From an optimization exercise on the open Yosys and OpenROAD flow, aimed at small area and a short achievable clock period; shortcuts taken in it are not production practice. Where RTL was checked, it was by simulation tests only, not by an equivalence proof against the original. No driver is modelled on the clock port, so clocking that relies on it looks cheaper here than on a real chip. No activity file was given, so power comes from the tool's default toggle rates.

## life
module life #(
    parameter int unsigned X         = 16,
    parameter int unsigned Y         = 16,
    parameter int unsigned LOG2X     = 4,
    parameter int unsigned LOG2Y     = 4,
    parameter int unsigned HIGH_BITS = 10
) (
    input  logic             clk,
    input  logic             reset,
    input  logic [life_pkg::KEY_W-1:0] keys,
    output logic [Y-1:0]     row,
    output logic [X-1:0]     col
);
Settings: LEC_CHECK=0, CAP_MARGIN=40, CORE_MARGIN=2, CORE_UTILIZATION=65, CTS_CLUSTER_DIAMETER=100, CTS_CLUSTER_SIZE=25, SLEW_MARGIN=40; clock period 9.0 ns.
standard.sh (not shown) runs the stock make flow with config.mk's settings and CLKGATE_MAP_FILE= SYNTH_SCRIPT=/design/flow/synth_recipe.tcl, a recipe that flattens the netlist after the stock synthesis.
==> flow/flow/run.sh <==
#!/bin/bash
# Standard layout, with the port buffers a buf_2 and a tighter setup margin for repair.
set -euo pipefail
bash standard.sh SETUP_SLACK_MARGIN=6 "BUFFER_PORTS_ARGS=-buffer_cell sky130_fd_sc_hd__buf_2" finish > standard_flow.log 2>&1
The baseline completed without violations.
Then changed:
Settings changed: CORE_UTILIZATION 65 to 40.
What happened: Final cell count went up by roughly a tenth; count of clock-buffer cells in the layout went up by 5; power went up slightly; critical path depth stays the same; area after synthesis is unchanged; non-clock buffer count went up by 8; worst setup slack is better by 15 ps; wire length went up by a few percent; global-route usage went down by 13 points.

========
## job 7888
The RTL this note starts from:
==> flow/design.v <==
package life_pkg;
    localparam int unsigned KEY_W = 3;
    typedef enum logic [KEY_W-1:0] {
        KEY_NONE  = 3'd0,
        KEY_UP    = 3'd1,
        KEY_DOWN  = 3'd2,
        KEY_LEFT  = 3'd3,
        KEY_RIGHT = 3'd4,
        KEY_FLIP  = 3'd5,
        KEY_NEXT  = 3'd6,
        KEY_RUN   = 3'd7
    } key_e;
    function automatic logic [15:0] life_row(input logic [15:0] a, input logic [15:0] m,
                                             input logic [15:0] b);
        logic [1:0] v [16];
        logic [2:0] h [16];
        logic [2:0] s;
        for (int j = 0; j < 16; j++) v[j] = {1'b0, a[j]} + {1'b0, m[j]} + {1'b0, b[j]};
        for (int j = 0; j < 16; j++) h[j] = {1'b0, v[j]} + {1'b0, v[(j + 1) % 16]};
        for (int j = 0; j < 16; j++) begin
            s = h[(j + 15) % 16] + {1'b0, v[(j + 1) % 16]};
            life_row[j] = (s == 3'd3) || (m[j] && (s == 3'd4));
        end
    endfunction
endpackage
module life_data (
    input  logic        clk,
    input  logic        reset,
    input  logic        install,    
    input  logic        first,      
    input  logic        first_in,   
    input  logic        flip_en,
    input  logic [3:0]  flip_d,     
    input  logic [3:0]  flip_x,
    output logic [15:0] disp_row    
);
    logic [15:0][15:0] brd;         
    logic [15:0]       new_row;     
    logic [15:0]       first_new;   
    logic [15:0]       col_sel;
    assign col_sel  = flip_en ? (16'b1 << flip_x) : 16'b0;
    assign disp_row = brd[15];
    always_ff @(posedge clk or negedge reset) begin
        if (!reset) begin
            brd <= '0;
        end else begin
            for (int i = 0; i < 16; i++) begin
                if (i == 14 && install) begin
                    brd[i] <= new_row;
                end else if (i == 15 && first_in) begin
                    brd[i] <= first_new;
                end else begin
                    brd[i] <= brd[(i + 1) % 16] ^ ((flip_d == 4'((i + 1) % 16)) ? col_sel : 16'b0);
                end
            end
        end
    end
    always_ff @(posedge clk) begin
        new_row <= life_pkg::life_row(brd[15], brd[0], brd[1]);
        if (first) begin
            first_new <= new_row;
        end
    end
endmodule
module life #(
    parameter int unsigned X         = 16,
    parameter int unsigned Y         = 16,
    parameter int unsigned LOG2X     = 4,
    parameter int unsigned LOG2Y     = 4,
    parameter int unsigned HIGH_BITS = 10
) (
    input  logic             clk,
    input  logic             reset,
    input  logic [life_pkg::KEY_W-1:0] keys,
    output logic [Y-1:0]     row,
    output logic [X-1:0]     col
);
    life_pkg::key_e       key_c;
    life_pkg::key_e       key_q;      
    logic                 sweep;      
    logic                 swap;       
    logic                 swap_q;     
    logic                 install_c;  
    logic [7:0]           k;          
    logic [LOG2X-1:0]     cx;         
    logic [LOG2Y-1:0]     cd;         
    logic                 run_mode;
    logic [HIGH_BITS-1:0] prescaler;
    logic                 scan_on;    
    logic             idle_c;
    logic             start_c;
    logic             edit_c;
    logic [X-1:0]     disp_row;
    assign key_c   = life_pkg::key_e'(keys);
    assign idle_c  = !sweep && !swap;
    assign start_c = idle_c && ((key_c == life_pkg::KEY_NEXT) || (run_mode && (&prescaler)));
    assign edit_c  = idle_c && (key_c != life_pkg::KEY_NEXT) && (key_c != life_pkg::KEY_RUN);
    always_ff @(posedge clk or negedge reset) begin
        if (!reset) begin
            sweep  <= 1'b0;
            swap   <= 1'b0;
            swap_q <= 1'b0;
        end else begin
            swap   <= sweep && (&k);
            swap_q <= swap;
            sweep  <= start_c || (sweep && !(&k));
        end
    end
    always_ff @(posedge clk) begin
        k <= sweep ? k + 1'b1 : 8'd0;
    end
    assign install_c = (sweep && (k[7:4] == 4'hf) && ((k[3:2] != 2'd0) || (&k[1:0]))) || swap || swap_q;
    always_ff @(posedge clk or negedge reset) begin
        if (!reset) begin
            key_q <= life_pkg::KEY_NONE;
            cx    <= '0;
            cd    <= '0;
        end else begin
            key_q <= edit_c ? key_c : life_pkg::KEY_NONE;
            cd    <= cd - 1'b1;
            case (key_q)
                life_pkg::KEY_UP:    cd <= cd - 2'd2;
                life_pkg::KEY_DOWN:  cd <= cd;
                life_pkg::KEY_LEFT:  cx <= cx - 1'b1;
                life_pkg::KEY_RIGHT: cx <= cx + 1'b1;
                default: ;
            endcase
        end
    end
    always_ff @(posedge clk or negedge reset) begin
        if (!reset) begin
            prescaler <= '0;
            run_mode  <= 1'b0;
        end else begin
            prescaler <= prescaler + 1'b1;
            if (key_c == life_pkg::KEY_RUN) begin
                run_mode <= ~run_mode;
            end
        end
    end
    always_ff @(posedge clk or negedge reset) begin
        if (!reset) begin
            scan_on <= 1'b0;
            row     <= '0;
        end else begin
            scan_on <= 1'b1;
            row     <= {row[Y-2:0], row[Y-1] | !scan_on};
        end
    end
    assign col = disp_row;
    life_data l_data (
        .clk      (clk),
        .reset    (reset),
        .install  (install_c),
        .first    (sweep && (k == 8'd242)),
        .first_in (swap_q),
        .flip_en  (key_q == life_pkg::KEY_FLIP),
        .flip_d   (cd),
        .flip_x   (cx),
        .disp_row (disp_row)
    );
endmodule
clock: 9.0 ns
lec_check: 0
cap_margin: 40
core_margin: 2
core_utilization: 70
cts_cluster_diameter: 100
cts_cluster_size: 25
slew_margin: 40
==> flow/flow/run.sh <==
#!/bin/bash
# Standard layout with the port buffers a buf_2 and a tighter setup margin for repair,
# and the clock tree's root buffer removed after clock tree synthesis.
set -euo pipefail
ARGS=(SETUP_SLACK_MARGIN=6.2 "BUFFER_PORTS_ARGS=-buffer_cell sky130_fd_sc_hd__buf_2")
bash standard.sh "${ARGS[@]}" cts > flow_to_cts.log 2>&1
UNROOT_ODB=orfs/results/sky130hd/life/base/4_cts.odb openroad -no_init -exit flow/unroot.tcl > unroot.log 2>&1
bash standard.sh "${ARGS[@]}" finish > flow_to_finish.log 2>&1
==> flow/flow/unroot.tcl <==
# Remove the clock tree's root buffer: the clock port then drives the tree's first-level
# buffers (two) directly, one buffer less on every register's clock path.
set odb_file $::env(UNROOT_ODB)
read_db $odb_file
set block [ord::get_db_block]
set clk_net [$block findNet clk]
set root ""
foreach iterm [$clk_net getITerms] {
    if {[$iterm isInputSignal]} {
        set root [$iterm getInst]
    }
}
if {$root == "" || [llength [$clk_net getITerms]] != 1} {
    puts "unroot: clock port does not drive a single root buffer; layout left as it is"
    exit 0
}
set out_net [[$root findITerm X] getNet]
set loads [$out_net getITerms]
puts "unroot: root [$root getName] drives [expr {[llength $loads] - 1}] buffers"
if {[llength $loads] - 1 > 4} {
    puts "unroot: too many first-level buffers; layout left as it is"
    exit 0
}
foreach iterm $loads {
    if {[$iterm getInst] != $root} {
        $iterm disconnect
        $iterm connect $clk_net
    }
}
[$root findITerm A] disconnect
[$root findITerm X] disconnect
odb::dbInst_destroy $root
odb::dbNet_destroy $out_net
write_db $odb_file
puts "unroot: done"
Relative to job 7888, the following input files were edited for job 7008:
- a change of CORE_UTILIZATION from 70 to 40
## What came out
Both conditions hold for job 7008: the flow ran to the end and the final layout passed the timing, design-rule and antenna checks.
Job 7008: portion of total power attributed to the clock network higher than job 7888
Between job 7008 and job 7888, it is job 7008 whose first-iteration DRC count is lower, by 101.
When job 7008 is set beside job 7888, its net switching power of the design turns out to be 20 uW larger.
The run showing the smaller routed length per instance is job 7008.
Final total power came out higher on job 7008 than on job 7888.
As far as final critical-path required period is concerned, job 7888 and job 7008 perform about the same.
NOTE: final wirelength in job 7008 exceeds that of job 7888
Compared to job 7888, job 7008 has area growth from synthesis to final layout 2.2 points higher.
Summary: post-layout instance area, job 7008 worse than job 7888
Buffers inserted during post-CTS setup optimization ends up higher on job 7888.
Looking at overall track demand over capacity in global routing, job 7008 sits 11 points lower than job 7888 does.
The inputs of job 3374 differ from those of job 7008 as listed below.
- CORE_UTILIZATION now 60, was 40
- For job 7008, the busiest metal layer after global routing was met2, unlike job 3374, where it was met1.
- Job 3374 ends up with higher register-to-register slack than job 7008 does.
- Sort job 7008 and job 3374 by via count, ascending, and job 3374 comes first.
- Area of combinational cells with multiple inputs of job 7008 is on par with job 3374.
- Delta (job 3374 minus job 7008): global-route usage rose by 6.5 points, wire length of the first global-routing pass fell by about 4.4%, first-iteration DRC count rose by 38%, worst-case vdd ir drop rose by about 40%.
No functional check of the RTL was part of any run of this note.

==> what the ideal ports hide <==
Ports are ideal in the flow. The routed layouts listed here were re-timed in OpenROAD. Step 1 (the two cells are an assumption about what drives the block):
set clk [get_ports {clk}]
set_driving_cell -lib_cell sky130_fd_sc_hd__clkbuf_16 $clk
set_driving_cell -lib_cell sky130_fd_sc_hd__buf_2 [delete_from_list [all_inputs] $clk]
Step 2 moves the port delays by t, midway between the first and last clock arrival at a register: inputs arrive t later, outputs are due t later. That takes back most of the time a late clock gives input paths. Three values: no drivers, after step 1, after step 2; two values: the first two.
run	t, ns	setup WS [ns]	worst hold slack (ns)	worst setup path after step 2	clock arrival spread, ns
the first run of note 1	0.630	5.981 / 5.925 / 5.941	0.307 / 0.307 / 0.307	input, reset recovery	0.035 / 0.034
the second run of note 1	0.641	5.996 / 5.938 / 5.802	0.323 / 0.323 / 0.323	input, reset recovery	0.021 / 0.021
job 7888	0.438	6.229 / 6.163 / 6.113	0.378 / 0.378 / 0.378	input, reset recovery	0.018 / 0.018
job 7008	0.432	6.231 / 6.166 / 6.127	0.363 / 0.363 / 0.363	input, reset recovery	0.031 / 0.031
job 3374	0.438	6.219 / 6.154 / 6.004	0.379 / 0.379 / 0.379	input, reset recovery	0.025 / 0.025
After both steps every run listed still meets setup and hold. The setup slack of job 3374, which loses most, moves by -0.065 ns with the drivers and by -0.215 ns with both steps. The worst setup slack also covers recovery checks on asynchronous resets.
